Source: an optimization exercise on an open RTL-to-GDS flow (aim: small area, a short achievable clock period and few clock cycles per item). Production flows keep margins and buffers that such runs may drop.
Function was checked by simulation only, so behaviour that the tests miss may differ from the original.
Power figures rest on the tool's default switching activity, not on a simulated workload.

[flow/config.mk]
export PLATFORM = sky130hd
export DESIGN_NAME = dmem_ctrl
export DESIGN_NICKNAME = dmem_ctrl
export VERILOG_FILES = /design/flow/design.v
export SDC_FILE = /design/flow/constraint.sdc
export NUM_CORES = 4
export LEC_CHECK = 0
export CAP_MARGIN = 20
export CORE_MARGIN = 2
export CORE_UTILIZATION = 40
export PLACE_DENSITY = 0.5
export SETUP_SLACK_MARGIN = 3.3
export SLEW_MARGIN = 20
[flow/constraint.sdc]
create_clock -name core_clock -period 6.0 [get_ports {clk}]
set_input_delay 1.2000 -clock core_clock [delete_from_list [all_inputs] [get_ports {clk}]]
set_output_delay 1.2000 -clock core_clock [all_outputs]
set_load 0.01 [all_outputs]
[flow/design.v]
module dmem_ctrl (
  input  logic        clk,
  input  logic        rst_n,
  input  logic        req_valid,
  output logic        req_ready,
  input  logic        req_we,
  input  logic [1:0]  req_size,
  input  logic        req_unsigned,
  input  logic [31:0] req_addr,
  input  logic [31:0] req_wdata,
  output logic        rsp_valid,
  input  logic        rsp_ready,
  output logic [31:0] rsp_rdata,
  output logic        rsp_err
);
  localparam int NW = 100;    
  logic       accept, take;
  logic       req_ready_q;
  logic [2:0] cnt_q;          
  assign accept = req_valid && req_ready_q;
  assign take   = rsp_valid && rsp_ready;
  logic cur_err;
  assign cur_err = (req_size == 2'b11) ||
                   (req_size == 2'b01 && req_addr[0]) ||
                   (req_size == 2'b10 && req_addr[1:0] != 2'b00) ||
                   (|req_addr[31:9]) ||
                   (req_addr[8] && req_addr[7] && (req_addr[6] || req_addr[5] || req_addr[4]));
  logic [3:0] be_in;
  always_comb begin
    case (req_size)
      2'b00:   be_in = 4'b0001 << req_addr[1:0];
      2'b01:   be_in = req_addr[1] ? 4'b1100 : 4'b0011;
      default: be_in = 4'b1111;
    endcase
  end
  logic        v0_q;           
  logic [3:0]  be0_q;          
  logic [31:0] wd0_q;          
  logic [NW-1:0] sel0_q;       
  logic        ld0_q;          
  logic        err0_q;
  logic [1:0]  lane0_q, size0_q;
  logic        uns0_q;
  always_ff @(posedge clk or negedge rst_n) begin
    if (!rst_n) begin
      v0_q  <= 1'b0;
      be0_q <= 4'b0;
    end else begin
      v0_q  <= accept;
      be0_q <= (accept && req_we && !cur_err) ? be_in : 4'b0;
    end
  end
  always_ff @(posedge clk) begin
    for (int w = 0; w < NW; w++) sel0_q[w] <= (req_addr[8:2] == 7'(w));
    lane0_q <= req_addr[1:0];
    size0_q <= req_size;
    uns0_q  <= req_unsigned;
    ld0_q   <= !req_we && !cur_err;
    err0_q  <= cur_err;
    case (req_size)
      2'b00:   wd0_q <= {4{req_wdata[7:0]}};
      2'b01:   wd0_q <= {2{req_wdata[15:0]}};
      default: wd0_q <= req_wdata;
    endcase
  end
  logic [NW-1:0][31:0] mem;
  logic [31:0]         word;
  for (genvar w = 0; w < NW; w++) begin : g_word
    for (genvar b = 0; b < 4; b++) begin : g_byte
      always_ff @(posedge clk)
        if (sel0_q[w] && be0_q[b]) mem[w][8*b +: 8] <= wd0_q[8*b +: 8];
    end
  end
  always_comb begin
    word = 32'd0;
    for (int w = 0; w < NW; w++) word = word | (mem[w] & {32{sel0_q[w]}});
  end
  logic [3:0] b0sel, sgsel;
  logic [1:0] b1sel;
  logic       hisel, ext1, ext2;
  always_comb begin
    b0sel = 4'b0;
    b1sel = 2'b0;
    sgsel = 4'b0;
    hisel = 1'b0;
    ext1  = 1'b0;
    ext2  = 1'b0;
    if (ld0_q) begin
      case (size0_q)
        2'b00: begin
          b0sel = 4'b0001 << lane0_q;
          sgsel = uns0_q ? 4'b0 : (4'b0001 << lane0_q);
          ext1  = 1'b1;
          ext2  = 1'b1;
        end
        2'b01: begin
          b0sel = lane0_q[1] ? 4'b0100 : 4'b0001;
          b1sel = lane0_q[1] ? 2'b10 : 2'b01;
          sgsel = uns0_q ? 4'b0 : (lane0_q[1] ? 4'b1000 : 4'b0010);
          ext2  = 1'b1;
        end
        default: begin
          b0sel = 4'b0001;
          b1sel = 2'b01;
          hisel = 1'b1;
        end
      endcase
    end
  end
  logic        v1_q;
  logic [31:0] word1_q;
  logic        err1_q;
  logic [3:0]  b0sel1_q, sgsel1_q;
  logic [1:0]  b1sel1_q;
  logic        hisel1_q, ext11_q, ext21_q;
  always_ff @(posedge clk or negedge rst_n) begin
    if (!rst_n) v1_q <= 1'b0;
    else        v1_q <= v0_q;
  end
  always_ff @(posedge clk) begin
    word1_q  <= word;
    err1_q   <= err0_q;
    b0sel1_q <= b0sel;
    b1sel1_q <= b1sel;
    sgsel1_q <= sgsel;
    hisel1_q <= hisel;
    ext11_q  <= ext1;
    ext21_q  <= ext2;
  end
  logic [31:0] res_rdata;
  logic        sgn;
  always_comb begin
    sgn = |(sgsel1_q & {word1_q[31], word1_q[23], word1_q[15], word1_q[7]});
    res_rdata[7:0] = 8'd0;
    for (int k = 0; k < 4; k++)
      res_rdata[7:0] = res_rdata[7:0] | (word1_q[8*k +: 8] & {8{b0sel1_q[k]}});
    res_rdata[15:8]  = (word1_q[15:8] & {8{b1sel1_q[0]}}) |
                       (word1_q[31:24] & {8{b1sel1_q[1]}}) |
                       {8{ext11_q & sgn}};
    res_rdata[31:16] = (word1_q[31:16] & {16{hisel1_q}}) | {16{ext21_q & sgn}};
  end
  logic             hv_q;           
  logic [31:0]      hd_q;           
  logic             he_q;           
  logic [3:0][31:0] qd_q;
  logic [3:0]       qe_q;
  logic [1:0]       wp_q, rp_q;
  logic [2:0]       qc_q;
  logic       push, pop, show_new;
  logic [1:0] rp_n;
  logic [2:0] qc_d;
  assign push     = v1_q;
  assign pop      = take;
  assign qc_d     = qc_q + {2'b0, push} - {2'b0, pop};
  assign rp_n     = rp_q + {1'b0, pop};
  assign show_new = (qc_q == 3'd0) || (qc_q == 3'd1 && pop);
  always_ff @(posedge clk or negedge rst_n) begin
    if (!rst_n) begin
      hv_q <= 1'b0;
      wp_q <= 2'd0;
      rp_q <= 2'd0;
      qc_q <= 3'd0;
    end else begin
      hv_q <= (qc_d != 3'd0);
      if (push) wp_q <= wp_q + 2'd1;
      rp_q <= rp_n;
      qc_q <= qc_d;
    end
  end
  always_ff @(posedge clk) begin
    if (show_new) begin
      hd_q <= res_rdata;
      he_q <= err1_q;
    end else begin
      hd_q <= qd_q[rp_n];
      he_q <= qe_q[rp_n];
    end
    for (int k = 0; k < 4; k++)
      if (push && wp_q == 2'(k)) begin
        qd_q[k] <= res_rdata;
        qe_q[k] <= err1_q;
      end
  end
  logic [2:0] cnt_d;
  assign cnt_d = cnt_q + {2'b0, accept} - {2'b0, take};
  always_ff @(posedge clk or negedge rst_n) begin
    if (!rst_n) begin
      cnt_q       <= 3'd0;
      req_ready_q <= 1'b1;
    end else begin
      cnt_q       <= cnt_d;
      req_ready_q <= (cnt_d < 3'd4);
    end
  end
  assign req_ready = req_ready_q;
  assign rsp_valid = hv_q;
  assign rsp_rdata = hd_q;
  assign rsp_err   = he_q;
endmodule
[flow/run.sh]
#!/bin/bash
# synth_recipe.tcl (not shown) runs the flow's synth.tcl, then flattens the netlist and writes it again
# the make line also repeats each setting of config.mk as NAME=value (left out here)
make -C /OpenROAD-flow-scripts/flow DESIGN_CONFIG=/design/flow/config.mk WORK_HOME=/design/flow/orfs CLKGATE_MAP_FILE= SYNTH_SCRIPT=/design/flow/synth_recipe.tcl finish
==> metrics.md, run 1 <==
| Metric | Value |
|---|---|
| Status | `finished clean` |
| Endpoint class of the critical path | `register` |
| Fraction of layout instances using a drive strength above 1 | `15.6%` |
| Global Route Usage Sum | `33.6%` |
| Ys async rst share | `0.504%` |
| CTS tree | `yes` |
| Max Slew Vio Count | `0` |
| 1st-iter DRT viols | `14500` |
| Worst setup path class | `reg2reg` |
| Full die area | `325000 um2` |
| Fin Clk Skew | `55.9 ps` |
| Leak | `46.4 nW` |
| WP data required | `6730 ps` |
| Global route overflow | `0` |
| Final setup viols | `0` |
| Largest net degree at the start of global routing | `101` |
| Nets | `7214` |
| Gate power share | `4.2%` |
| Multi-input logic area | `21800 um2` |
| Die H | `570 um` |
| Cell variety after synth | `44` |
| Clk buf depth | `4` |
| Final Hold Fails | `0` |
| Reg area | `105000 um2` |
| Slew @ Worst Pin | `1270 ps` |
| Post-Synthesis Cells | `6888` |
| CTS Buf Count | `368` |
| Ys flop type | `edfxtp_1` |
| Sw Share | `21.9%` |
| P_sw | `0.0117 W` |
| Vias | `79200` |
| Routed WL | `556 mm` |
| Placed Cells | `10900` |
| Layout area overhead | `15.0%` |
| CTS hold repair buffers | `0` |
| WL/cell | `47.8 um` |
| Flop-to-flop setup slack | `3110 ps` |
| Register bit total from synthesis | `3568` |
| Routability cong. | `0.920` |
| Layout fillers | `26700` |
| Area contributors post-synth | `edfxtp_1 (78%), a22oi_1 (4.9%), dfxtp_1 (3.4%), a22o_1 (2.7%), a221oi_1 (2.5%)` |
| Reg power frac | `52.8%` |
| Avg Inst Size Synth | `18.6 um2` |
| Syn Std Cell Area | `128000 um2` |
| Initial Util | `40.3%` |
| Post-DRT Antenna Nets | `0` |
| Row cnt | `207` |
| Die width | `570 um` |
| Final core occ | `46.3%` |
| Power Dens Cells | `362 nW/um2` |
| RSZ-0062 raised after global routing | `yes` |
| Number of flops mapped to enable cells by yosys | `3332` |
| Remaining DRCs | `0` |
| Syn_nets | `6971` |
| IO Pins | `107` |
| Vias per cell | `6.80` |
| Cell Int Power | `0.0417 W` |
| DR pass1 iterations | `6` |
| Crit path time final | `2890 ps` |
| Vias in the first global route | `73200` |
| Peak supply drop | `0.386 mV` |
| Clock root cell | `clkbuf_16` |
| Fin cells | `11600` |
| Area of placed instances | `135000 um2` |
| PortBufs | `106` |
| Slew headroom | `15.6%` |
| Initial antenna violation count | `48` |
| Setup TNS | `0 ps` |
| # H-tree levels | `5` |
| Smallest hold slack | `283 ps` |
| Skew-Pair Late Insertion Delay | `930 ps` |
| Period utilization | `48.1%` |
| CP Launch Type | `register` |
| Top achievable clock speed | `347 MHz` |
| Post-route cell area | `147000 um2` |
| Yosys warning total | `1` |
| Reg clk slew, reported paths | `60 ps` |
| Critical path peak fanout | `18` |
| Register area share after synthesis | `81.8%` |
| First-pass GRT wire length | `718 mm` |
| Number of max-cap violations | `0` |
| Worst hold path class | `in2async` |
| HPWL Detailed | `346 mm` |
| Yosys top cell by area | `edfxtp_1` |
| CP arrival | `3610 ps` |
| Synth top area share | `78.1%` |
| TritonCTS sink count | `3568` |
| Core Footprint | `318000 um2` |
| Clock Power Share | `43.0%` |
-- synthesized netlist by cell type (2+ instances only) --
cell / count
clkbuf_1: 305
fa_1: 2
nand4_1: 245
mux2i_1: 8
o21a_1: 3
ha_1: 9
buf_1: 26
xor2_1: 2
nand3b_1: 3
mux2_2: 49
nand2b_1: 3
a21oi_1: 4
nor2b_1: 6
nor3_1: 64
a22o_1: 388
inv_1: 14
a221o_1: 8
buf_2: 127
a22oi_1: 842
dfxtp_1: 218
xnor2_1: 4
nor4_1: 41
and2_1: 408
buf_4: 10
edfxtp_1: 3332
buf_6: 11
a221oi_2: 26
or3_1: 2
and3_1: 2
or3b_2: 2
dfrtp_1: 17
nand2_1: 63
a221oi_1: 362
nor4b_1: 2
nor2_1: 111
o21ai_0: 10
mux4_2: 33
nand3_1: 120
-- cells by family (layout without fill, tap and decap cells) --
family / count (synthesis) / count (layout) / share of synthesized area, %
buffers and inverters: 493 / 1029 / 1.66
AO/OA/AOI/OAI: 1648 / 1648 / 10.5
other: 0 / 32 / 0
XOR/XNOR: 6 / 6 / 0.0410
multiplexers: 90 / 90 / 1.07
adder cells (fa/ha/maj): 11 / 11 / 0.119
flip-flops: 3568 / 3568 / 81.8
AND/OR/NAND/NOR: 1072 / 1072 / 4.73
-- sequential cells by signal, indices dropped and copies added, names as in the netlist, 2 cells and up --
register	count
wd0_q	32
sgsel1_q	4
word1_q	32
b0sel1_q	4
qc_q	3
be0_q	4
mem	3200
hd_q	32
rp_q	2
size0_q	2
sel0_q	100
qd_q	128
lane0_q	2
qe_q	4
b1sel1_q	2
cnt_q	3
wp_q	2
-- cell usage in the layout, fill, tap and decap left out, types with 56 or more instances in the layout --
master,count
clkbuf_16,376
a22oi_1,839
nand4_1,245
a221oi_1,338
and2_1,355
nor2_1,110
dfxtp_1,83
dfxtp_2,79
a22o_1,388
clkbuf_1,75
buf_4,202
edfxtp_1,3332
nand3_1,119
nand2_1,63
clkinv_1,73
dfxtp_4,56
clkdlybuf4s50_1,66
-- power groups by stage --
stage | registers [W] | clock network (W) | logic (W)
floorplan | 0.0286 | 0 | 0.00111
global placement | 0.0287 | 0 | 0.00222
detailed placement | 0.0287 | 0 | 0.00222
CTS | 0.0282 | 0.0229 | 0.00222
global route | 0.0282 | 0.0239 | 0.00241
finish | 0.0282 | 0.0230 | 0.00226
-- per-stage QoR --
step	total power (W)	worst slack, ps
global route	0.0544	3240
global placement	0.0309	1760
CTS	0.0533	3100
floorplan	0.0297	3200
detailed placement	0.0309	1800
finish	0.0534	3110
-- critical path: stages (launching register included) --
cell and delay (ps):
dfxtp_2 480, buf_4 380, a22o_1 270, a221oi_1 440, nand4_1 310, nor4_4 510
nand3_2 270
-- final timing paths --
path,from,end,cells after the start
worst min register to register,v0_q$_DFF_PN0_,v1_q$_DFF_PN0_,0
min in group core_clock,v0_q$_DFF_PN0_,v1_q$_DFF_PN0_,0
worst min-delay path,rst_n,be0_q[2]$_DFF_PN0_,1
worst max-delay path,sel0_q[32]$_DFF_P_,word1_q[4]$_DFF_P_,6
max in group asynchronous,rst_n,be0_q[3]$_DFF_PN0_,1
worst max register to register,sel0_q[32]$_DFF_P_,word1_q[4]$_DFF_P_,6
-- final cells by class --
class,count,area share [%]
clock inverter,194,1.24
timing repair buffer,352,2.24
antenna,32,0.0543
multi-input combinational,2827,14.8
sequential,3568,71.4
inverter,14,0.0357
clock buffer,469,6.74
tap,4180,3.55
-- metal layers --
layer	part of all wire, %	GRT usage, %
met5	0.028	0
met4	6.4	17.6
met3	12	8.55
met2	45	51.1
met1	37	44.6
-- repair_timing --
item,in CTS,in global routing
endpoints found under the setup margin,395,97
setup buffers,1,11
pin swaps,6,5
resized for setup,188,57
Testbench counts, summed over its fixed seeds: cycles 24,024, items 24,000.
==> run 2: changes to the inputs <==
--- a/flow/design.v
+++ b/flow/design.v
@@ -65,5 +65,5 @@
   end
   logic [NW-1:0][31:0] mem;
-  logic [31:0]         word;
+  logic [1:0][31:0]    part;           
   for (genvar w = 0; w < NW; w++) begin : g_word
     for (genvar b = 0; b < 4; b++) begin : g_byte
@@ -73,6 +73,6 @@
   end
   always_comb begin
-    word = 32'd0;
-    for (int w = 0; w < NW; w++) word = word | (mem[w] & {32{sel0_q[w]}});
+    part = '0;
+    for (int w = 0; w < NW; w++) part[w / 50] = part[w / 50] | (mem[w] & {32{sel0_q[w]}});
   end
   logic [3:0] b0sel, sgsel;
@@ -109,5 +109,6 @@
   end
   logic        v1_q;
-  logic [31:0] word1_q;
+  logic [1:0][31:0] part1_q;
+  logic [1:0]  half1_q;        
   logic        err1_q;
   logic [3:0]  b0sel1_q, sgsel1_q;
@@ -119,5 +120,6 @@
   end
   always_ff @(posedge clk) begin
-    word1_q  <= word;
+    part1_q  <= part;
+    half1_q  <= {|sel0_q[99:50], |sel0_q[49:0]};
     err1_q   <= err0_q;
     b0sel1_q <= b0sel;
@@ -129,14 +131,16 @@
   end
   logic [31:0] res_rdata;
+  logic [31:0] word2;
   logic        sgn;
   always_comb begin
-    sgn = |(sgsel1_q & {word1_q[31], word1_q[23], word1_q[15], word1_q[7]});
+    word2 = (part1_q[0] & {32{half1_q[0]}}) | (part1_q[1] & {32{half1_q[1]}});
+    sgn = |(sgsel1_q & {word2[31], word2[23], word2[15], word2[7]});
     res_rdata[7:0] = 8'd0;
     for (int k = 0; k < 4; k++)
-      res_rdata[7:0] = res_rdata[7:0] | (word1_q[8*k +: 8] & {8{b0sel1_q[k]}});
-    res_rdata[15:8]  = (word1_q[15:8] & {8{b1sel1_q[0]}}) |
-                       (word1_q[31:24] & {8{b1sel1_q[1]}}) |
+      res_rdata[7:0] = res_rdata[7:0] | (word2[8*k +: 8] & {8{b0sel1_q[k]}});
+    res_rdata[15:8]  = (word2[15:8] & {8{b1sel1_q[0]}}) |
+                       (word2[31:24] & {8{b1sel1_q[1]}}) |
                        {8{ext11_q & sgn}};
-    res_rdata[31:16] = (word1_q[31:16] & {16{hisel1_q}}) | {16{ext21_q & sgn}};
+    res_rdata[31:16] = (word2[31:16] & {16{hisel1_q}}) | {16{ext21_q & sgn}};
   end
   logic             hv_q;           
@@ -187,5 +191,5 @@
     if (!rst_n) begin
       cnt_q       <= 3'd0;
-      req_ready_q <= 1'b1;
+      req_ready_q <= 1'b0;    
     end else begin
       cnt_q       <= cnt_d;
--- a/flow/config.mk
+++ b/flow/config.mk
@@ -10,4 +10,4 @@
 export CORE_UTILIZATION = 40
 export PLACE_DENSITY = 0.5
-export SETUP_SLACK_MARGIN = 3.3
+export SETUP_SLACK_MARGIN = 3.25
 export SLEW_MARGIN = 20
==> run 2 against run 1 <==
Utilization shrank 0.57 points. Via count decreased by 4.8%. Cell area rose by 0.61%. Sequential share of layout area barely moved. Register-to-register slack about the same. Global-route usage decreased by 4.5 points. Maximum frequency grew 0.46%. Setup slack better by 13 ps. Hold slack improved by 68 ps. Flip-flop and latch count is 34 higher. Non-clock buffer count decreased by 40. Wire length shrank 12%.
==> metrics.md, run 2 <==
| Metric | Value |
|---|---|
| Remaining DRCs | `0 (unchanged)` |
| Number of max-cap violations | `0 (unchanged)` |
| Full die area | `330000 um2 (+1.7%)` |
| Critical path cell sequence | `buf_4 > a22o_1 > a221oi_1 > nand4_1 > or4_1` |
| R2R cell count | `5 (-1)` |
| Most frequent cells in the layout | `edfxtp_1 (3332), a22o_1 (674), a221oi_1 (530)` |
| Slew @ Worst Pin | `1170 ps (-100 ps)` |
| CTS Buf Count | `368 (unchanged)` |
| PortBufs | `106 (unchanged)` |
| Largest register FFs | `3200 (unchanged)` |
| Fin Clk Skew | `42.0 ps (-13.8 ps)` |
| Initial Util | `40.2% (-0.066 points)` |
| CP arrival | `3630 ps (+20 ps)` |
| Row cnt | `209 (+0.97%)` |
| Yosys top cell by area | `edfxtp_1` |
| Vias per cell | `6.42 (-5.7%)` |
| Area of placed instances | `136000 um2 (+1.2%)` |
| Final setup viols | `0 (unchanged)` |
| # H-tree levels | `5 (unchanged)` |
| Routability cong. | `0.876 (-4.8%)` |
| Die width | `575 um (+0.84%)` |
| Fraction of layout instances using a drive strength above 1 | `15.6% (about the same)` |
| IO Pins | `107 (unchanged)` |
| Fin cells | `11700 (+0.89%)` |
| Setup ws final | `3130 ps (+13.2 ps)` |
| Slew headroom | `22.2% (+6.7 points)` |
| Global Route Usage Sum | `29.1% (-4.5 points)` |
| Post-DRT Antenna Nets | `0 (unchanged)` |
| Cell variety after synth | `45 (+2.3%)` |
| Die H | `575 um (+0.84%)` |
| WL/cell | `41.9 um (-12%)` |
| Top achievable clock speed | `348 MHz (+0.46%)` |
| Worst hold path class | `reg2reg` |
| Power Dens Cells | `361 nW/um2 (-0.45%)` |
| Reg power frac | `53.2% (+0.4 points)` |
| P_sw | `0.0117 W (about the same)` |
| Number of flops mapped to enable cells by yosys | `3332 (unchanged)` |
| Synth top area share | `76.8% (-1.3 points)` |
| Reg clk slew, reported paths | `60 ps (about the same)` |
| TritonCTS sink count | `3602 (+0.95%)` |
| Pre-CTS setup slack | `1910 ps (+111 ps)` |
| Core Footprint | `324000 um2 (+1.9%)` |
| Register bit total from synthesis | `3602 (+0.95%)` |
| Critical path peak fanout | `24 (+6)` |
| Total power | `0.0535 W (+0.16%)` |
| Peak supply drop | `0.239 mV (-38%)` |
| Clk buf depth | `4 (unchanged)` |
| Hold_sp | `err0_q$_DFF_P_` |
| Largest net degree at the start of global routing | `101 (unchanged)` |
| Post-route cell area | `148000 um2 (+0.61%)` |
| Sw Share | `21.8% (-0.057 points)` |
| Worst setup path class | `reg2reg` |
| WP data required | `6760 ps (+30 ps)` |
| Worst Hold Depth | `0` |
| Post-Synthesis Cells | `6905 (+0.25%)` |
| Flop-to-flop setup slack | `3130 ps (about the same)` |
| Cell Int Power | `0.0418 W (+0.23%)` |
| Register area share after synthesis | `81.0% (-0.85 points)` |
| Gate power share | `4.3% (about the same)` |
| Nets | `7179 (-0.49%)` |
| Top reg by flops | `mem` |
| Global route overflow | `0 (unchanged)` |
| Area contributors post-synth | `edfxtp_1 (77%), a22o_1 (4.5%), dfxtp_1 (3.9%), a221oi_1 (3.6%), a22oi_1 (2.0%)` |
| First-pass GRT wire length | `655 mm (-8.7%)` |
| Commonest non-fill, non-tap cell in the layout | `edfxtp_1` |
| Final Hold Fails | `0 (unchanged)` |
| Crit path time final | `2870 ps (-13.2 ps)` |
| Hold endpoint | `err1_q$_DFF_P_` |
| Avg Inst Size Synth | `18.9 um2 (+1.5%)` |
| DR pass1 iterations | `6 (unchanged)` |
| Vias in the first global route | `72100 (-1.5%)` |
| 1st-iter DRT viols | `10900 (-25%)` |
| Placed Cells | `11000 (+1.2%)` |
| HPWL Detailed | `304 mm (-12%)` |
| Max Slew Vio Count | `0 (unchanged)` |
| Leak | `47.1 nW (+1.6%)` |
| Status | `finished clean` |
| Reg2reg end | `part1_q[1]$_DFF_P_` |
| Syn Std Cell Area | `130000 um2 (+1.7%)` |
| R2R Path Start | `sel0_q[2]$_DFF_P_` |
| Top-count cell post-synth | `edfxtp_1` |
| Slowest CP cell | `or4_1` |
| CP Launch Type | `register` |
| Largest stage delay on the critical path | `590 ps (+80 ps)` |
| Yosys warning total | `1 (unchanged)` |
| Ys flop type | `edfxtp_1` |
| CTS tree | `yes` |
| RSZ-0062 raised after global routing | `no` |
| Period utilization | `47.9% (-0.22 points)` |
| Vias | `75300 (-4.8%)` |
| Setup TNS | `0 ps (unchanged)` |
| Largest registers | `mem (3200), qd_q (128), sel0_q (100)` |
| Ys async rst share | `0.500% (-0.0048 points)` |
| Endpoint class of the critical path | `register` |
| Clock root cell | `clkbuf_16` |
| Top post-synthesis cells by count | `edfxtp_1 (3332), a22o_1 (674), a221oi_1 (542)` |
| Syn_nets | `6988 (+0.24%)` |
| Layout area overhead | `13.8%` |
| Skew-Pair Late Insertion Delay | `900 ps (-30 ps)` |
| Clock Power Share | `42.5% (-0.5 points)` |
| Routed WL | `492 mm (-12%)` |
| Initial antenna violation count | `40 (-17%)` |
==> run 2: cell count changes after synthesis, moves of 34 or more <==
cell,change
nand3_1,-47
clkbuf_1,-130
or4_1,+66
buf_2,+92
nor3_1,-59
a22o_1,+286
buf_6,+51
a221oi_2,+72
nand4_1,-47
a221oi_1,+180
dfxtp_1,+34
a22oi_1,-498
==> run 2: worst max-delay path by stage <==
stage / start / endpoint / slack [ps] / depth (start not counted)
final: sel0_q[2]$_DFF_P_ / part1_q[1]$_DFF_P_ / 3130 / 5
after floorplan: rsp_ready / hv_q$_DFF_PN0_ / 3200 / 9
after global routing: sel0_q[2]$_DFF_P_ / part1_q[1]$_DFF_P_ / 3250 / 5
after CTS: hd_q[15]$_DFF_P_ / rsp_rdata[15] / 3140 / 1
after detailed placement: rsp_ready / hd_q[31]$_DFF_P_ / 1910 / 7
after global placement: rsp_ready / hd_q[25]$_DFF_P_ / 1920 / 7
==> run 2: worst max-delay path: cells and delay by family (launching register included) <==
family | cells | cell delay (ps)
AO/OA/AOI/OAI | 2 | 660
buffers and inverters | 1 | 460
flip-flops | 1 | 550
AND/OR/NAND/NOR | 2 | 1040
==> run 2: cells by family after synthesis <==
logic type	Yosys count	synth area share, %
buf+inv	504	2.05
mux	66	0.848
xor+xnor	6	0.0403
simple gates	1012	4.44
fa+ha+maj	11	0.117
compound gates	1704	11.5
flops	3602	81.0
==> run 2: routing by layer <==
layer	share of wire [%]	GRT usage, %
met1	39	38.5
met2	49	48.6
met3	7.9	4.14
met4	4.6	11.6
met5	0.014	0
==> run 2: stage by stage <==
| stage | hold WS, ps | util, % |
|---|---|---|
| after CTS | 352 | 45.7 |
| after floorplan | 310 | - |
| after detailed placement | 328 | 42.0 |
| after global routing | 363 | 45.7 |
| final | 351 | 45.7 |
| after global placement | 344 | 42.0 |
==> run 2: timing repair <==
action / CTS / global route
resized for setup: 184 / 13
pin swaps: 4 / 3
setup buffers: 0 / 2
setup endpoints to repair: 638 / 38
hold buffers: 0 / 0
==> run 2: area by class of cell <==
class	instances	area, um2
Sequential cell	3602	106000
Tap cell	4325	5410
Antenna cell	17	42.5
Timing Repair Buffer	312	2870
Clock inverter	201	1660
Inverter	13	48.8
Multi-Input combinational cell	2799	22400
Fill cell	27800	176000
Clock buffer	471	10000
==> run 2: power by group through the flow <==
stage / logic (W) / registers, W / clock network (W)
floorplan: 0.00114 / 0.0289 / 0
global placement: 0.00228 / 0.0290 / 0
detailed placement: 0.00232 / 0.0290 / 0
CTS: 0.00227 / 0.0285 / 0.0228
global route: 0.00247 / 0.0285 / 0.0238
finish: 0.00232 / 0.0285 / 0.0227
Testbench counts of run 2, summed over its fixed seeds: cycles 24,024, items 24,000.
==> run 3: changes to the inputs <==
--- a/flow/config.mk
+++ b/flow/config.mk
@@ -10,4 +10,4 @@
 export CORE_UTILIZATION = 40
 export PLACE_DENSITY = 0.5
-export SETUP_SLACK_MARGIN = 3.25
+export SETUP_SLACK_MARGIN = 3.45
 export SLEW_MARGIN = 20
==> run 3 against run 2 <==
Clock skew is 18 ps higher. Wire length increased by 0.67%. Flip-flop and latch count unchanged. Global-route usage grew 0.22 points. Maximum frequency is 8.1% higher.
==> metrics.md, run 3 <==
| Metric | Value |
|---|---|
| Status | `finished clean` |
| Largest register FFs | `3200 (unchanged)` |
| Power Dens Cells | `363 nW/um2 (+0.55%)` |
| Slew headroom | `22.8% (+0.52 points)` |
| Slew @ Worst Pin | `1160 ps (-7.78 ps)` |
| Full die area | `330000 um2 (unchanged)` |
| Endpoint class of the critical path | `register` |
| Worst setup path class | `reg2reg` |
| Fin Clk Skew | `60.1 ps (+18.1 ps)` |
| Layout area overhead | `14.4%` |
| Post-Synthesis Cells | `6905 (unchanged)` |
| Reg power frac | `52.7% (-0.5 points)` |
| Global Route Usage Sum | `29.4% (+0.22 points)` |
| Setup ws final | `3340 ps (+214 ps)` |
| Nets | `7183 (+0.056%)` |
| Pre-CTS setup slack | `1900 ps (-9.23 ps)` |
| Initial antenna violation count | `33 (-18%)` |
| Post-DRT Antenna Nets | `0 (unchanged)` |
| Most frequent cells in the layout | `edfxtp_1 (3332), a22o_1 (674), a221oi_1 (500)` |
| Top achievable clock speed | `376 MHz (+8.1%)` |
| Clk buf depth | `4 (unchanged)` |
| Gate power share | `4.6% (+0.3 points)` |
| Core Footprint | `324000 um2 (unchanged)` |
| TritonCTS sink count | `3602 (unchanged)` |
| Commonest non-fill, non-tap cell in the layout | `edfxtp_1` |
| Register area share after synthesis | `81.0% (unchanged)` |
| Crit path time final | `2660 ps (-214 ps)` |
| Vias in the first global route | `72600 (+0.72%)` |
| Syn Std Cell Area | `130000 um2 (unchanged)` |
| Top reg by flops | `mem` |
| WL/cell | `42.2 um (+0.67%)` |
| Cell Int Power | `0.0422 W (+1.0%)` |
| Remaining DRCs | `0 (unchanged)` |
| Global route overflow | `0 (unchanged)` |
| Leak | `47.5 nW (+0.72%)` |
| PortBufs | `106 (unchanged)` |
| P_sw | `0.0119 W (+1.5%)` |
| DR pass1 iterations | `7 (+1)` |
| Reg clk slew, reported paths | `60 ps (about the same)` |
| Number of max-cap violations | `0 (unchanged)` |
| Register bit total from synthesis | `3602 (unchanged)` |
| CTS Buf Count | `370 (+0.54%)` |
| Vias | `76100 (+0.95%)` |
| Critical path peak fanout | `23 (-4.2%)` |
| # H-tree levels | `5 (unchanged)` |
| Skew-Pair Late Insertion Delay | `930 ps (+30 ps)` |
| Synth top area share | `76.8% (unchanged)` |
| 1st-iter DRT viols | `12000 (+9.5%)` |
| Max Slew Vio Count | `0 (unchanged)` |
| Clock Power Share | `42.7% (+0.2 points)` |
| Largest registers | `mem (3200), qd_q (128), sel0_q (100)` |
| HPWL Detailed | `303 mm (-0.25%)` |
| Routability cong. | `0.888 (+1.4%)` |
| Top post-synthesis cells by count | `edfxtp_1 (3332), a22o_1 (674), a221oi_1 (542)` |
| RSZ-0062 raised after global routing | `yes` |
| Cell variety after synth | `45 (unchanged)` |
| Worst hold path class | `reg2reg` |
| Clock root cell | `clkbuf_16` |
| Die width | `575 um (unchanged)` |
| Die H | `575 um (unchanged)` |
| Final Hold Fails | `0 (unchanged)` |
| CTS tree | `yes` |
| Routed WL | `495 mm (+0.67%)` |
| Yosys warning total | `1 (unchanged)` |
| Fraction of layout instances using a drive strength above 1 | `17.1% (+1.4 points)` |
| Largest net degree at the start of global routing | `101 (unchanged)` |
| Yosys top cell by area | `edfxtp_1` |
| Row cnt | `209 (unchanged)` |
| Number of flops mapped to enable cells by yosys | `3332 (unchanged)` |
| Setup TNS | `0 ps (unchanged)` |
| IO Pins | `107 (unchanged)` |
| Period utilization | `44.3% (-3.6 points)` |
| Vias per cell | `6.48 (+0.95%)` |
| Ys flop type | `edfxtp_1` |
| CP arrival | `3410 ps (-220 ps)` |
| Initial Util | `40.2% (unchanged)` |
| Peak supply drop | `0.296 mV (+24%)` |
| Ys async rst share | `0.500% (unchanged)` |
| Syn_nets | `6988 (unchanged)` |
| Area contributors post-synth | `edfxtp_1 (77%), a22o_1 (4.5%), dfxtp_1 (3.9%), a221oi_1 (3.6%), a22oi_1 (2.0%)` |
| Final setup viols | `0 (unchanged)` |
| Sw Share | `21.9% (+0.079 points)` |
| Avg Inst Size Synth | `18.9 um2 (unchanged)` |
| CP Launch Type | `register` |
| First-pass GRT wire length | `660 mm (+0.75%)` |
| Top-count cell post-synth | `edfxtp_1` |
| WP data required | `6750 ps (about the same)` |
==> run 3: cell counts after synthesis <==
No cell type changed its count.
==> run 3: what timing repair did <==
item,CTS,global route
pin swaps,15,10
hold buffers,0,0
setup endpoints to repair,1572,64
buffers inserted,7,0
gates resized for setup,403,49
==> run 3: power groups by stage <==
| stage | clock network, W | registers (W) | logic, W |
|---|---|---|---|
| 6_report | 0.0231 | 0.0285 | 0.00251 |
| 5_1_grt | 0.0241 | 0.0285 | 0.00266 |
| 4_1_cts | 0.0232 | 0.0285 | 0.00243 |
| 3_5_place_dp | 0 | 0.0290 | 0.00232 |
| 3_3_place_gp | 0 | 0.0290 | 0.00229 |
| 2_1_floorplan | 0 | 0.0289 | 0.00118 |
==> run 3: kinds of logic after synthesis <==
group	after synthesis	share of synthesized area (%)
AOI/OAI and AO/OA	1704	11.5
muxes	66	0.848
buffers and inverters	504	2.05
xor gates and xnor gates	6	0.0403
DFF	3602	81.0
and+or+nand+nor	1012	4.44
adders and majority gates	11	0.117
==> run 3: layout make-up <==
type / instances / area, um2
sequential: 3602 / 106000
antenna: 9 / 22.5
timing repair buffer: 314 / 3130
multi-input combinational: 2799 / 22600
fill: 27600 / 175000
inverter: 13 / 48.8
clock buffer: 487 / 10200
tap: 4325 / 5410
clock inverter: 191 / 1740
==> run 3: final timing paths <==
path / cells past startpoint / slack, ps / to / start
worst min-delay path: 0 / 330 / err1_q$_DFF_P_ / err0_q$_DFF_P_
worst max-delay path: 5 / 3340 / part1_q[26]$_DFF_P_ / sel0_q[31]$_DFF_P_
worst min register to register: 0 / 330 / err1_q$_DFF_P_ / err0_q$_DFF_P_
max in group asynchronous: 1 / 4520 / be0_q[2]$_DFF_PN0_ / rst_n
worst max register to register: 5 / 3340 / part1_q[26]$_DFF_P_ / sel0_q[31]$_DFF_P_
min in group asynchronous: 1 / 810 / qc_q[1]$_DFF_PN0_ / rst_n
==> run 3: metrics by stage <==
| stage | power (W) | cell area, um2 | util (%) | cells | hold WS (ps) |
|---|---|---|---|---|---|
| after floorplan | 0.0301 | 130000 | - | 6905 | 310 |
| after global placement | 0.0313 | 136000 | 42.0 | 11000 | 315 |
| after detailed placement | 0.0314 | 136000 | 42.0 | 11000 | 312 |
| after CTS | 0.0541 | 149000 | 45.9 | 11700 | 327 |
| after global routing | 0.0553 | 149000 | 46.0 | 11700 | 338 |
| final | 0.0541 | 149000 | 46.0 | 11700 | 327 |
==> run 3: worst max-delay path: stages, from the launching register on <==
cell and delay (ps):
dfxtp_2 560, buf_6 350, a22o_1 280, a221oi_1 410
nand4_1 250, or4_1 570
==> run 3: per-layer routing <==
layer,up-vias,GRT usage [%],share of wire [%]
li1,29400,-,-
met1,41000,39.9,39
met2,4752,48.1,48
met3,852,4.08,8.7
met4,8,11.2,4.4
met5,-,0,0.011
==> run 4: changes to the inputs <==
--- a/flow/config.mk
+++ b/flow/config.mk
@@ -9,4 +9,6 @@
 export CORE_MARGIN = 2
 export CORE_UTILIZATION = 40
+export CTS_CLUSTER_DIAMETER = 60
+export CTS_CLUSTER_SIZE = 30
 export PLACE_DENSITY = 0.5
 export SETUP_SLACK_MARGIN = 3.45
==> run 4 against run 3 <==
Still clean. Cell area decreased by 2.9%. Area after synthesis unchanged. Clock power decreased by 26%. Critical path type is now reg2out. Critical endpoint is now req_ready. Largest power group unchanged.
==> metrics.md, run 4 <==
| Metric | Value |
|---|---|
| Commonest non-fill, non-tap cell in the layout | `edfxtp_1` |
| Post-Synthesis Cells | `6905 (unchanged)` |
| Post-DRT Antenna Nets | `0 (unchanged)` |
| Fin Clk Skew | `52.8 ps (-7.28 ps)` |
| Yosys top cell by area | `edfxtp_1` |
| Number of flops mapped to enable cells by yosys | `3332 (unchanged)` |
| Clk buf depth | `4 (unchanged)` |
| Syn_nets | `6988 (unchanged)` |
| Endpoint class of the critical path | `primary output` |
| Crit. Startpoint | `req_ready_q$_DFF_PN0_` |
| HPWL Detailed | `303 mm (unchanged)` |
| WL/cell | `42.9 um (+1.7%)` |
| Power Dens Cells | `332 nW/um2 (-8.5%)` |
| First-pass GRT wire length | `654 mm (-0.96%)` |
| Multi-input logic area | `22600 um2 (-0.22%)` |
| Met3 GRT Util | `3.86% (-0.22 points)` |
| Reg area | `106000 um2 (about the same)` |
| Global Route Usage Sum | `29.1% (-0.24 points)` |
| Vias | `74900 (-1.6%)` |
| GR Util met2 | `47.6% (-0.46 points)` |
| Full die area | `330000 um2 (unchanged)` |
| Syn Std Cell Area | `130000 um2 (unchanged)` |
| Buf/Inv on CP | `1 (unchanged)` |
| Ys flop type | `edfxtp_1` |
| Yosys warning total | `1 (unchanged)` |
| Max Slew Vio Count | `0 (unchanged)` |
| CP arrival | `1450 ps (-1960 ps)` |
| Hold_sp | `err0_q$_DFF_P_` |
| Vias per cell | `6.54 (+0.88%)` |
| Routability cong. | `0.888 (unchanged)` |
| Smallest hold slack | `333 ps (+6.67 ps)` |
| Setup ws final | `3350 ps (+4.43 ps)` |
| Top reg by flops | `mem` |
| Critical path cell sequence | `buf_2` |
| Top-count cell post-synth | `edfxtp_1` |
| Register bit total from synthesis | `3602 (unchanged)` |
| Largest net degree at the start of global routing | `101 (unchanged)` |
| CP Launch Type | `register` |
| Initial Util | `40.2% (unchanged)` |
| Worst setup path class | `reg2out` |
| WP data required | `4800 ps (-1950 ps)` |
| Largest stage delay on the critical path | `380 ps (-190 ps)` |
| Initial antenna violation count | `29 (-12%)` |
| Final setup viols | `0 (unchanged)` |
| Nets | `7028 (-2.2%)` |
| Routed WL | `491 mm (-0.74%)` |
| Most frequent cells in the layout | `edfxtp_1 (3332), a22o_1 (674), a221oi_1 (507)` |
| CTS hold repair buffers | `0 (unchanged)` |
| Period utilization | `44.2% (-0.074 points)` |
| Slowest CP cell | `dfrtp_1` |
| Peak supply drop | `0.264 mV (-11%)` |
| Remaining DRCs | `0 (unchanged)` |
| Critical path peak fanout | `2 (-91%)` |
| Avg Inst Size Synth | `18.9 um2 (unchanged)` |
| Die H | `575 um (unchanged)` |
| Met1 Use GR | `39.7% (-0.21 points)` |
| Cell variety after synth | `45 (unchanged)` |
| # H-tree levels | `4 (-1)` |
| 1st-iter DRT viols | `11300 (-5.7%)` |
| Leak | `45.3 nW (-4.6%)` |
| Largest registers | `mem (3200), qd_q (128), sel0_q (100)` |
| RSZ-0062 raised after global routing | `yes` |
| Reg clk slew, reported paths | `100 ps (+40 ps)` |
| Fraction of layout instances using a drive strength above 1 | `15.5% (-1.6 points)` |
| PortBufs | `106 (unchanged)` |
| Synth top area share | `76.8% (unchanged)` |
| R2R Path Start | `sel0_q[1]$_DFF_P_` |
| Status | `finished clean` |
| Clock root cell | `clkbuf_16` |
| CTS Buf Count | `211 (-43%)` |
| Worst hold path class | `reg2reg` |
| Final Hold Fails | `0 (unchanged)` |
| Flop-to-flop setup slack | `3350 ps (about the same)` |
| Setup TNS | `0 ps (unchanged)` |
| Top post-synthesis cells by count | `edfxtp_1 (3332), a22o_1 (674), a221oi_1 (542)` |
| Area contributors post-synth | `edfxtp_1 (77%), a22o_1 (4.5%), dfxtp_1 (3.9%), a221oi_1 (3.6%), a22oi_1 (2.0%)` |
| Top achievable clock speed | `377 MHz (+0.17%)` |
| Slew headroom | `22.5% (-0.27 points)` |
| TritonCTS sink count | `3602 (unchanged)` |
| Core Footprint | `324000 um2 (unchanged)` |
| Placed Cells | `11000 (unchanged)` |
| Slew @ Worst Pin | `1160 ps (+4.01 ps)` |
| Layer with the highest usage | `met2` |
| Skew-Pair Late Insertion Delay | `950 ps (+20 ps)` |
| Vias in the first global route | `71000 (-2.1%)` |
| Largest delay share family, worst path | `flip-flops` |
| Number of max-cap violations | `0 (unchanged)` |
| Die width | `575 um (unchanged)` |
| Global route overflow | `0 (unchanged)` |
| DR pass1 iterations | `5 (-2)` |
| Largest register FFs | `3200 (unchanged)` |
| Final core occ | `44.7% (-1.3 points)` |
| Row cnt | `209 (unchanged)` |
| Ys async rst share | `0.500% (unchanged)` |
| Fin cells | `11500 (-2.4%)` |
| Register area share after synthesis | `81.0% (unchanged)` |
| Pre-CTS setup slack | `1900 ps (unchanged)` |
| IO Pins | `107 (unchanged)` |
| Layout fillers | `27900 (+0.98%)` |
| CTS tree | `yes` |
| Layout area overhead | `11.2%` |
| Crit path time final | `2650 ps (-4.43 ps)` |
## run 4: cell counts after synthesis
No cell type changed its count.
## run 4: cell families after synthesis
| kind of cell | Yosys count | synth area share, % |
|---|---|---|
| compound gates | 1704 | 11.5 |
| xor+xnor | 6 | 0.0403 |
| fa+ha+maj | 11 | 0.117 |
| buf+inv | 504 | 2.05 |
| flops | 3602 | 81.0 |
| mux | 66 | 0.848 |
| simple gates | 1012 | 4.44 |
## run 4: path summary, 6_finish.rpt
path	endpoint	depth (start not counted)
hold / removal	err1_q$_DFF_P_	0
hold reg to reg	err1_q$_DFF_P_	0
setup reg to reg	part1_q[24]$_DFF_P_	5
setup / recovery	req_ready	1
min in group asynchronous	wp_q[0]$_DFFE_PN0P_	1
max in group asynchronous	be0_q[0]$_DFF_PN0_	1
## run 4: what timing repair did
| action | in CTS | in global routing |
|---|---|---|
| setup buffers | 4 | 7 |
| endpoints found under the setup margin | 1571 | 105 |
| pin swaps | 17 | 7 |
| resized for setup | 424 | 37 |
## run 4: power breakdown
| part | leakage, nW | internal (W) | switching [W] | total (W) |
|---|---|---|---|---|
| Sequential | 32.3 | 0.0279 | 0.000528 | 0.0285 |
| Combinational | 9.31 | 0.00105 | 0.00149 | 0.00254 |
| Clock | 3.65 | 0.00742 | 0.00966 | 0.0171 |
| Total | 45.3 | 0.0364 | 0.0117 | 0.0481 |
## run 4: final cells by class
class / count / area share, %
antenna: 15 / 0.0259
sequential: 3602 / 73.1
timing repair buffer: 318 / 2.23
inverter: 13 / 0.0337
multi-input combinational: 2799 / 15.6
clock buffer: 224 / 3.76
tap: 4325 / 3.74
clock inverter: 160 / 1.48
## run 4: layer usage
layer,up-vias,share of wire [%]
met3,769,8.1
met2,4185,48
li1,29000,-
met5,-,0.0094
met1,40900,40
met4,6,4.4
## run 4: through the flow
stage | total power, W | area, um2
2_1_floorplan | 0.0301 | 130000
4_1_cts | 0.0481 | 144000
3_5_place_dp | 0.0314 | 136000
6_report | 0.0481 | 145000
3_3_place_gp | 0.0313 | 136000
5_1_grt | 0.0492 | 145000
==> run 5: changes to the inputs <==
--- a/flow/config.mk
+++ b/flow/config.mk
@@ -12,4 +12,4 @@
 export CTS_CLUSTER_SIZE = 30
 export PLACE_DENSITY = 0.5
-export SETUP_SLACK_MARGIN = 3.45
+export SETUP_SLACK_MARGIN = 3.25
 export SLEW_MARGIN = 20
==> run 5 against run 4 <==
Still clean on timing, DRC and antenna. Critical path depth is 4 higher. Hold slack better by 39 ps. Cell count shrank 0.10%. Flip-flop and latch count stayed put. Critical endpoint is now part1_q[11]$_DFF_P_. Largest cell class unchanged.
==> metrics.md, run 5 <==
| Metric | Value |
|---|---|
| Yosys top cell by area | `edfxtp_1` |
| Largest registers | `mem (3200), qd_q (128), sel0_q (100)` |
| Die width | `575 um (unchanged)` |
| CP arrival | `3630 ps (+2180 ps)` |
| Full die area | `330000 um2 (unchanged)` |
| Worst hold path class | `reg2reg` |
| RSZ-0062 raised after global routing | `yes` |
| Area contributors post-synth | `edfxtp_1 (77%), a22o_1 (4.5%), dfxtp_1 (3.9%), a221oi_1 (3.6%), a22oi_1 (2.0%)` |
| PortBufs | `106 (unchanged)` |
| Layout fillers | `28100 (+0.71%)` |
| Slowest CP cell | `dfxtp_2` |
| Crit path time final | `2830 ps (+173 ps)` |
| Reg clk slew, reported paths | `100 ps (about the same)` |
| Ys flop type | `edfxtp_1` |
| # H-tree levels | `4 (unchanged)` |
| 1st-iter DRT viols | `11000 (-2.5%)` |
| CTS hold repair buffers | `0 (unchanged)` |
| Number of max-cap violations | `0 (unchanged)` |
| Cell variety after synth | `45 (unchanged)` |
| Peak supply drop | `0.312 mV (+18%)` |
| Largest stage delay on the critical path | `610 ps (+230 ps)` |
| Period utilization | `47.1% (+2.9 points)` |
| Largest register FFs | `3200 (unchanged)` |
| Ys async rst share | `0.500% (unchanged)` |
| Post-Synthesis Cells | `6905 (unchanged)` |
| Main combinational cell family by area after synthesis | `compound AO/OA/AOI/OAI gates` |
| Routed WL | `489 mm (-0.53%)` |
| Slew headroom | `23.5% (+0.99 points)` |
| Synth Area in Simple Gates | `4.44% (unchanged)` |
| Worst setup path class | `reg2reg` |
| Leak | `45.0 nW (-0.56%)` |
| DR pass1 iterations | `5 (unchanged)` |
| CP Launch Type | `register` |
| Syn_nets | `6988 (unchanged)` |
| TritonCTS sink count | `3602 (unchanged)` |
| Routability cong. | `0.876 (-1.3%)` |
| Yosys warning total | `1 (unchanged)` |
| Vias per cell | `6.49 (-0.65%)` |
| Area of placed instances | `136000 um2 (about the same)` |
| Buf/Inv on CP | `1 (unchanged)` |
| Global route overflow | `0 (unchanged)` |
| Avg Inst Size Synth | `18.9 um2 (unchanged)` |
| Nets | `7021 (-0.10%)` |
| Post-DRT Antenna Nets | `0 (unchanged)` |
| Post-route cell area | `144000 um2 (-0.56%)` |
| Clock root cell | `clkbuf_16` |
| Register area share after synthesis | `81.0% (unchanged)` |
| Register bit total from synthesis | `3602 (unchanged)` |
| Top post-synthesis cells by count | `edfxtp_1 (3332), a22o_1 (674), a221oi_1 (542)` |
| First-pass GRT wire length | `649 mm (-0.70%)` |
| Initial Util | `40.2% (unchanged)` |
| WL/cell | `42.7 um (-0.43%)` |
| Skew-Pair Late Insertion Delay | `940 ps (about the same)` |
| Largest net degree at the start of global routing | `101 (unchanged)` |
| Critical path peak fanout | `20 (+18)` |
| Top-count cell post-synth | `edfxtp_1` |
| Core Footprint | `324000 um2 (unchanged)` |
| Final Hold Fails | `0 (unchanged)` |
| WP data required | `6800 ps (+2000 ps)` |
| Remaining DRCs | `0 (unchanged)` |
| Power Dens Cells | `332 nW/um2 (about the same)` |
| Slew @ Worst Pin | `1150 ps (-14.8 ps)` |
| CTS Buf Count | `210 (-0.47%)` |
| Layout area overhead | `10.5%` |
| Critical path cell sequence | `buf_4 > a22o_1 > a221oi_1 > nand4_1 > or4_1` |
| Row cnt | `209 (unchanged)` |
| Commonest non-fill, non-tap cell in the layout | `edfxtp_1` |
| Setup TNS | `0 ps (unchanged)` |
| Post-synthesis mux area share | `0.848% (unchanged)` |
| Vias in the first global route | `70600 (-0.62%)` |
| Final setup viols | `0 (unchanged)` |
| Compound-gate portion of the synthesized area | `11.5% (unchanged)` |
| Synth top area share | `76.8% (unchanged)` |
| Xor/xnor cell area share of the yosys netlist | `0.0403% (unchanged)` |
| Largest delay share family, worst path | `simple AND/OR/NAND/NOR gates` |
| Max Slew Vio Count | `0 (unchanged)` |
| Vias | `74300 (-0.75%)` |
| Most frequent cells in the layout | `edfxtp_1 (3332), a22o_1 (674), a221oi_1 (532)` |
| CTS tree | `yes` |
| Endpoint class of the critical path | `register` |
| Initial antenna violation count | `44 (+52%)` |
| Clk buf depth | `4 (unchanged)` |
| Syn Std Cell Area | `130000 um2 (unchanged)` |
| Number of flops mapped to enable cells by yosys | `3332 (unchanged)` |
| Adder-Cell Fraction of Synth Area | `0.117% (unchanged)` |
| IO Pins | `107 (unchanged)` |
| HPWL Detailed | `304 mm (+0.25%)` |
| Top achievable clock speed | `354 MHz (-6.1%)` |
| Top reg by flops | `mem` |
| Fin Clk Skew | `52.3 ps (-0.556 ps)` |
| Global Route Usage Sum | `28.9% (-0.17 points)` |
| Status | `finished clean` |
| Die H | `575 um (unchanged)` |
| Fraction of layout instances using a drive strength above 1 | `14.3% (-1.2 points)` |
==> run 5: through the flow <==
stage	hold slack [ps]	utilization, %	std cells	total power (W)	setup WS (ps)
3_3_place_gp	344	42.0	11000	0.0313	1920
2_1_floorplan	310	-	6905	0.0300	3200
4_1_cts	367	44.4	11400	0.0479	3080
3_5_place_dp	328	42.0	11000	0.0313	1910
6_report	373	44.4	11400	0.0478	3170
5_1_grt	386	44.4	11400	0.0489	3220
==> run 5: worst reg2reg max path, delay by kind of cell (launching register included) <==
| family | cells | cell delay (ps) |
|---|---|---|
| AND/OR/NAND/NOR | 2 | 850 |
| AO/OA/AOI/OAI | 2 | 830 |
| flip-flops | 1 | 610 |
| buffers and inverters | 1 | 410 |
==> run 5: repair_timing <==
item                       in CTS  in global routing
buffers inserted                1                  1
setup endpoints to repair     668                 39
resized for setup             235                 16
gates cloned                    0                  0
pin swaps                       2                  4
==> run 5: per-layer routing <==
layer	up-vias	global-route usage, %	wire length, um
li1	28900	-	-
met5	-	0	64
met3	819	3.97	39300
met2	4277	48.6	238000
met1	40300	38.3	189000
met4	10	11.1	22300
==> run 5: report_power, final <==
part	internal, W	leakage (nW)	switching [W]	total, W
Clock	0.00754	3.65	0.00960	0.0171
Sequential	0.0279	32.3	0.000499	0.0284
Combinational	0.000851	9.06	0.00142	0.00227
==> run 5: cell type report <==
cell class | count | area, um2 | area share [%]
Inverter | 13 | 48.8 | 0.0339
Multi-Input combinational cell | 2799 | 22300 | 15.5
Tap cell | 4325 | 5410 | 3.76
Timing Repair Buffer | 312 | 2770 | 1.92
Clock buffer | 225 | 5430 | 3.77
Sequential cell | 3602 | 106000 | 73.5
Clock inverter | 154 | 2150 | 1.49
Antenna cell | 14 | 35.0 | 0.0243
==> run 5: logic make-up after synthesis <==
group                    after synthesis
flip-flops                          3602
adder cells (fa/ha/maj)               11
buffers and inverters                504
multiplexers                          66
AO/OA/AOI/OAI                       1704
XOR/XNOR                               6
AND/OR/NAND/NOR                     1012
==> run 5: path summary, 6_finish.rpt <==
| check | startpoint | endpoint | slack (ps) | cells past startpoint |
|---|---|---|---|---|
| max | sel0_q[38]$_DFF_P_ | part1_q[11]$_DFF_P_ | 3170 | 5 |
| min | err0_q$_DFF_P_ | err1_q$_DFF_P_ | 370 | 0 |
| max reg2reg | sel0_q[38]$_DFF_P_ | part1_q[11]$_DFF_P_ | 3170 | 5 |
| min reg2reg | err0_q$_DFF_P_ | err1_q$_DFF_P_ | 370 | 0 |
| max in group asynchronous | rst_n | be0_q[0]$_DFF_PN0_ | 4550 | 1 |
| min in group asynchronous | rst_n | be0_q[1]$_DFF_PN0_ | 780 | 1 |
==> run 6: changes to the inputs <==
--- a/flow/design.v
+++ b/flow/design.v
@@ -65,5 +65,5 @@
   end
   logic [NW-1:0][31:0] mem;
-  logic [1:0][31:0]    part;           
+  logic [3:0][31:0]    part;           
   for (genvar w = 0; w < NW; w++) begin : g_word
     for (genvar b = 0; b < 4; b++) begin : g_byte
@@ -74,5 +74,5 @@
   always_comb begin
     part = '0;
-    for (int w = 0; w < NW; w++) part[w / 50] = part[w / 50] | (mem[w] & {32{sel0_q[w]}});
+    for (int w = 0; w < NW; w++) part[w / 25] = part[w / 25] | (mem[w] & {32{sel0_q[w]}});
   end
   logic [3:0] b0sel, sgsel;
@@ -109,6 +109,6 @@
   end
   logic        v1_q;
-  logic [1:0][31:0] part1_q;
-  logic [1:0]  half1_q;        
+  logic [3:0][31:0] part1_q;
+  logic [3:0]  quar1_q;        
   logic        err1_q;
   logic [3:0]  b0sel1_q, sgsel1_q;
@@ -121,5 +121,5 @@
   always_ff @(posedge clk) begin
     part1_q  <= part;
-    half1_q  <= {|sel0_q[99:50], |sel0_q[49:0]};
+    quar1_q  <= {|sel0_q[99:75], |sel0_q[74:50], |sel0_q[49:25], |sel0_q[24:0]};
     err1_q   <= err0_q;
     b0sel1_q <= b0sel;
@@ -134,5 +134,6 @@
   logic        sgn;
   always_comb begin
-    word2 = (part1_q[0] & {32{half1_q[0]}}) | (part1_q[1] & {32{half1_q[1]}});
+    word2 = (part1_q[0] & {32{quar1_q[0]}}) | (part1_q[1] & {32{quar1_q[1]}}) |
+            (part1_q[2] & {32{quar1_q[2]}}) | (part1_q[3] & {32{quar1_q[3]}});
     sgn = |(sgsel1_q & {word2[31], word2[23], word2[15], word2[7]});
     res_rdata[7:0] = 8'd0;
--- a/flow/config.mk
+++ b/flow/config.mk
@@ -12,4 +12,4 @@
 export CTS_CLUSTER_SIZE = 30
 export PLACE_DENSITY = 0.5
-export SETUP_SLACK_MARGIN = 3.25
+export SETUP_SLACK_MARGIN = 3.5
 export SLEW_MARGIN = 20
==> run 6 against run 5 <==
Still clean on timing, DRC and antenna. Non-clock buffer count decreased by 35. Utilization increased by 0.34 points. Power increased by 3.1%. Combinational power increased by 12%. Die area increased by 0.37%. Clock power increased by 4%. Area after synthesis increased by 0.37%. Flip-flop and latch count increased by 66. Wire length decreased by 13%. Setup slack improved by 190 ps. Critical path depth decreased by 4. Largest cell class unchanged. Largest power group unchanged.
==> metrics.md, run 6 <==
| Metric | Value |
|---|---|
| Register bit total from synthesis | `3668 (+1.8%)` |
| Yosys warning total | `1 (unchanged)` |
| Largest registers | `mem (3200), part1_q (128), qd_q (128)` |
| Syn Std Cell Area | `131000 um2 (+0.37%)` |
| CP Launch Type | `register` |
| Power Dens Cells | `339 nW/um2 (+2.2%)` |
| Max Slew Vio Count | `0 (unchanged)` |
| DR pass1 iterations | `6 (+1)` |
| Fin Clk Skew | `50.0 ps (-2.28 ps)` |
| Row cnt | `209 (unchanged)` |
| Slew @ Worst Pin | `1170 ps (+25.4 ps)` |
| Vias | `72800 (-2.1%)` |
| Clk buf depth | `4 (unchanged)` |
| Top achievable clock speed | `379 MHz (+7.3%)` |
| Largest stage delay on the critical path | `390 ps (-220 ps)` |
| Synth top area share | `76.5% (-0.28 points)` |
| Multi-input logic area | `22100 um2 (-0.91%)` |
| First-pass GRT wire length | `582 mm (-10%)` |
| Syn_nets | `7305 (+4.5%)` |
| Number of flops mapped to enable cells by yosys | `3332 (unchanged)` |
| Top post-synthesis cells by count | `edfxtp_1 (3332), a22oi_1 (956), and2_1 (408)` |
| Initial Util | `40.3% (+0.085 points)` |
| IO Pins | `107 (unchanged)` |
| Adder-Cell Fraction of Synth Area | `0.117% (-0.00043 points)` |
| Synth Area in Simple Gates | `5.15% (+0.71 points)` |
| Critical path peak fanout | `2 (-90%)` |
| WP data required | `4800 ps (-2000 ps)` |
| Largest delay share family, worst path | `flip-flops` |
| Main combinational cell family by area after synthesis | `compound AO/OA/AOI/OAI gates` |
| Final setup viols | `0 (unchanged)` |
| Period utilization | `43.9% (-3.2 points)` |
| Remaining DRCs | `0 (unchanged)` |
| Final Hold Fails | `0 (unchanged)` |
| TritonCTS sink count | `3668 (+1.8%)` |
| Flop-to-flop setup slack | `3510 ps (+340 ps)` |
| CTS hold repair buffers | `0 (unchanged)` |
| Top-count cell post-synth | `edfxtp_1` |
| Core Footprint | `325000 um2 (+0.16%)` |
| Layout fillers | `28000 (-0.20%)` |
| Compound-gate portion of the synthesized area | `10.6% (-0.90 points)` |
| Routability cong. | `0.839 (-4.2%)` |
| Peak supply drop | `0.284 mV (-8.9%)` |
| Crit path time final | `2640 ps (-192 ps)` |
| Global route overflow | `0 (unchanged)` |
| PortBufs | `106 (unchanged)` |
| Setup TNS | `0 ps (unchanged)` |
| Global Route Usage Sum | `25.0% (-4.0 points)` |
| Clock root cell | `clkbuf_16` |
| Worst setup path class | `reg2out` |
| R2R Path Start | `be0_q[0]$_DFF_PN0_` |
| Ys async rst share | `0.491% (-0.0090 points)` |
| Initial antenna violation count | `24 (-45%)` |
| Ys flop type | `edfxtp_1` |
| Crit. Startpoint | `req_ready_q$_DFF_PN0_` |
| Full die area | `332000 um2 (+0.37%)` |
| Fraction of layout instances using a drive strength above 1 | `12.3% (-1.9 points)` |
| Commonest non-fill, non-tap cell in the layout | `edfxtp_1` |
| Yosys top cell by area | `edfxtp_1` |
| WL/cell | `36.2 um (-15%)` |
| Number of max-cap violations | `0 (unchanged)` |
| CTS Buf Count | `227 (+8.1%)` |
| CTS tree | `yes` |
| RSZ-0062 raised after global routing | `yes` |
| HPWL Detailed | `252 mm (-17%)` |
| Status | `finished clean` |
| Slowest CP cell | `dfrtp_1` |
| CP arrival | `1440 ps (-2190 ps)` |
| Nets | `7314 (+4.2%)` |
| Pre-CTS setup slack | `1880 ps (-30.3 ps)` |
| Die width | `576 um (+0.18%)` |
| Vias per cell | `6.19 (-4.6%)` |
| Slew headroom | `21.8% (-1.7 points)` |
| 1st-iter DRT viols | `10300 (-6.4%)` |
| Setup ws final | `3360 ps (+192 ps)` |
| Reg2reg end | `mem[448]$_DFFE_PP_` |
| Vias in the first global route | `69700 (-1.4%)` |
| Cell variety after synth | `55 (+22%)` |
| Routed WL | `425 mm (-13%)` |
| Top reg by flops | `mem` |
| Post-synthesis mux area share | `0.844% (-0.0041 points)` |
| Layout area overhead | `11.2%` |
| Worst hold path class | `reg2reg` |
| Critical Path Sink | `req_ready` |
| Reg clk slew, reported paths | `110 ps (about the same)` |
| Post-DRT Antenna Nets | `0 (unchanged)` |
| Largest net degree at the start of global routing | `91 (-9.9%)` |
| Most frequent cells in the layout | `edfxtp_1 (3332), a22oi_1 (951), and2_1 (393)` |
| Xor/xnor cell area share of the yosys netlist | `0.0402% (-0.00015 points)` |
| Endpoint class of the critical path | `primary output` |
| Skew-Pair Late Insertion Delay | `950 ps (about the same)` |
| R2R cell count | `2 (-3)` |
| # H-tree levels | `4 (unchanged)` |
| Largest register FFs | `3200 (unchanged)` |
| Die H | `576 um (+0.18%)` |
| CP Depth | `1 (-4)` |
| Avg Inst Size Synth | `18.1 um2 (-4.0%)` |
| Post-Synthesis Cells | `7222 (+4.6%)` |
| Register area share after synthesis | `81.7% (+0.71 points)` |
| Critical path cell sequence | `buf_2` |
| Reg area | `107000 um2 (+1.3%)` |
| Area contributors post-synth | `edfxtp_1 (76%), a22oi_1 (5.5%), dfxtp_1 (4.9%), and2_1 (2.0%), a221oi_1 (1.7%)` |
| Buf/Inv on CP | `1 (unchanged)` |
| Leak | `45.0 nW (about the same)` |
run 6: power breakdown:
group          leakage, nW  internal [W]  switching (W)
combinational         8.28       0.00102        0.00153
sequential            32.8        0.0284       0.000617
clock                 3.91       0.00807        0.00971
total                 45.0        0.0375         0.0119
run 6: repair_timing:
item | in CTS | in global routing
pin swaps | 4 | 1
setup buffers | 12 | 1
gates resized for setup | 259 | 11
gates cloned | 1 | 0
setup endpoints to repair | 1771 | 68
run 6: cell families after synthesis:
kind of cell / count (synthesis)
compound gates: 1694
mux: 81
flops: 3668
buf+inv: 512
xor+xnor: 6
simple gates: 1250
fa+ha+maj: 11
run 6: how the worst min path moves through the flow:
stage	to	depth (start not counted)	from
final	err1_q$_DFF_P_	0	err0_q$_DFF_P_
after global routing	err1_q$_DFF_P_	0	err0_q$_DFF_P_
after CTS	err1_q$_DFF_P_	0	err0_q$_DFF_P_
after detailed placement	err1_q$_DFF_P_	0	err0_q$_DFF_P_
after global placement	err1_q$_DFF_P_	0	err0_q$_DFF_P_
after floorplan	err1_q$_DFF_P_	0	err0_q$_DFF_P_
run 6: through the flow:
stage	hold WS, ps	utilization [%]	cell area [um2]	total power, W	cells
2_1_floorplan	310	-	131000	0.0306	7222
4_1_cts	340	44.7	145000	0.0495	11700
6_report	339	44.8	145000	0.0493	11800
3_3_place_gp	322	42.1	137000	0.0319	11300
5_1_grt	344	44.8	145000	0.0506	11700
3_5_place_dp	314	42.1	137000	0.0320	11300
run 6: cell type report:
class                      count  area share [%]
timing repair buffer         277            1.72
clock buffer                 239            3.99
antenna                        8          0.0138
clock inverter               178            1.56
sequential                  3668            73.7
multi-input combinational   3043            15.2
tap                         4325            3.72
inverter                      14          0.0361
run 6: per-layer routing:
metal,up-vias,wire length (um),GRT usage (%)
met5,-,17,0
met4,2,10100,5.61
met1,39100,180000,36.1
li1,29800,-,-
met2,3342,202000,40.3
met3,490,32100,3.31
Testbench counts of run 6, summed over its fixed seeds: cycles 24,024, items 24,000.
==> run 7: changes to the inputs <==
--- a/flow/config.mk
+++ b/flow/config.mk
@@ -8,8 +8,8 @@
 export CAP_MARGIN = 20
 export CORE_MARGIN = 2
-export CORE_UTILIZATION = 40
+export CORE_UTILIZATION = 45
 export CTS_CLUSTER_DIAMETER = 60
 export CTS_CLUSTER_SIZE = 30
-export PLACE_DENSITY = 0.5
+export PLACE_DENSITY = 0.55
 export SETUP_SLACK_MARGIN = 3.5
 export SLEW_MARGIN = 20
==> run 7 against run 6 <==
Sequential power barely moved. Die area is 11% lower. Sequential share of layout area increased by 0.31 points.
==> metrics.md, run 7 <==
| Metric | Value |
|---|---|
| Status | `finished clean` |
| Vias | `73000 (+0.29%)` |
| Final Hold Fails | `0 (unchanged)` |
| Number of flops mapped to enable cells by yosys | `3332 (unchanged)` |
| Largest delay share family, worst path | `flip-flops` |
| Slew @ Worst Pin | `1130 ps (-41.5 ps)` |
| Period utilization | `44.3% (+0.37 points)` |
| Largest net degree at the start of global routing | `93 (+2.2%)` |
| Vias per cell | `6.46 (+4.4%)` |
| Die H | `543 um (-5.7%)` |
| Main combinational cell family by area after synthesis | `compound AO/OA/AOI/OAI gates` |
| WL/cell | `36.2 um (+0.22%)` |
| CTS Buf Count | `217 (-4.4%)` |
| R2R Path Start | `sel0_q[56]$_DFF_P_` |
| Initial Util | `45.3% (+5.0 points)` |
| Worst setup path class | `reg2out` |
| Layout fillers | `23500 (-16%)` |
| Crit path time final | `2660 ps (+22.1 ps)` |
| Syn_nets | `7305 (unchanged)` |
| Vias in the first global route | `69600 (-0.11%)` |
| Ys async rst share | `0.491% (unchanged)` |
| Post-synthesis mux area share | `0.844% (unchanged)` |
| Worst hold path class | `reg2reg` |
| Top post-synthesis cells by count | `edfxtp_1 (3332), a22oi_1 (956), and2_1 (408)` |
| Critical path peak fanout | `2 (unchanged)` |
| Final core occ | `50.2% (+5.4 points)` |
| Syn Std Cell Area | `131000 um2 (unchanged)` |
| Die width | `543 um (-5.7%)` |
| TritonCTS sink count | `3668 (unchanged)` |
| Cell variety after synth | `55 (unchanged)` |
| Setup TNS | `0 ps (unchanged)` |
| Clock root cell | `clkbuf_16` |
| Worst Hold Depth | `0 (unchanged)` |
| DR pass1 iterations | `8 (+2)` |
| Row cnt | `197 (-5.7%)` |
| IO Pins | `107 (unchanged)` |
| Skew-Pair Late Insertion Delay | `940 ps (about the same)` |
| Total power | `0.0491 W (-0.42%)` |
| Routability cong. | `0.878 (+4.7%)` |
| Placed Cells | `10900 (-4.0%)` |
| Flop-to-flop setup slack | `3450 ps (-60 ps)` |
| CP Launch Type | `register` |
| Compound-gate portion of the synthesized area | `10.6% (unchanged)` |
| CTS hold repair buffers | `0 (unchanged)` |
| CP arrival | `1460 ps (+20 ps)` |
| Critical path cell sequence | `buf_2` |
| 1st-iter DRT viols | `10700 (+4.3%)` |
| Slowest CP cell | `dfrtp_1` |
| Hold_sp | `err0_q$_DFF_P_` |
run 7: cell counts after synthesis:
Identical to the previous run, type by type.
run 7: area by class of cell:
cell class | instances | area, um2 | share of cell area, %
flip-flops and latches | 3668 | 107000 | 74.1
diodes | 22 | 55.1 | 0.0380
clock inverters | 170 | 2540 | 1.76
repair buffers | 268 | 2420 | 1.67
well taps | 3880 | 4850 | 3.35
inverters | 14 | 52.6 | 0.0363
multi-input cells | 3043 | 22100 | 15.3
clock buffers | 227 | 5530 | 3.82
run 7: how the worst max path moves through the flow:
stage                      from               end  slack [ps]  depth (start not counted)
3_3_place_gp          rsp_ready  hd_q[16]$_DFF_P_        1910                          8
2_1_floorplan         rsp_ready    hv_q$_DFF_PN0_        3200                          9
6_report         hv_q$_DFF_PN0_         rsp_valid        3340                          1
3_5_place_dp          rsp_ready  hd_q[23]$_DFF_P_        1880                          8
5_1_grt          hv_q$_DFF_PN0_         rsp_valid        3290                          1
4_1_cts        hd_q[10]$_DFF_P_     rsp_rdata[10]        3180                          1
run 7: layer usage:
metal  up-vias  GRT usage, %  routed length, um  share of wire [%]
met5         -             0                 13             0.0032
met4         2          7.81              12600                3.1
met3       536          3.72              35100                8.6
met2      3776          43.0             193000                 47
met1     38900          39.3             168000                 41
li1      29800             -                  -                  -
run 7: what timing repair did:
action / 4_1_cts / 5_1_grt
gates cloned: 1 / 0
setup endpoints to repair: 1457 / 153
resized for setup: 248 / 9
setup buffers: 7 / 3
pin swaps: 4 / 2
run 7: kinds of logic after synthesis:
family	Yosys count
mux	81
xor+xnor	6
compound gates	1694
simple gates	1250
buf+inv	512
fa+ha+maj	11
flops	3668
run 7: report_power, final:
| part | switching (W) | internal, W |
|---|---|---|
| combinational | 0.00155 | 0.000990 |
| sequential | 0.000570 | 0.0284 |
| clock | 0.00989 | 0.00773 |
| total | 0.0120 | 0.0371 |
run 7: metrics by stage:
step	hold slack [ps]	setup slack (ps)
finish	354	3340
global route	357	3290
CTS	345	3180
detailed placement	330	1880
global placement	317	1910
floorplan	310	3200

Re-timed with assumed drivers on the ports (clkbuf_16 on the clock, buf_2 on other inputs), run 7 has 3.250 ns of setup slack against 3.343 ns with ideal ports, and 2.518 ns once port delays also move by the mid clock arrival of 1.002 ns.
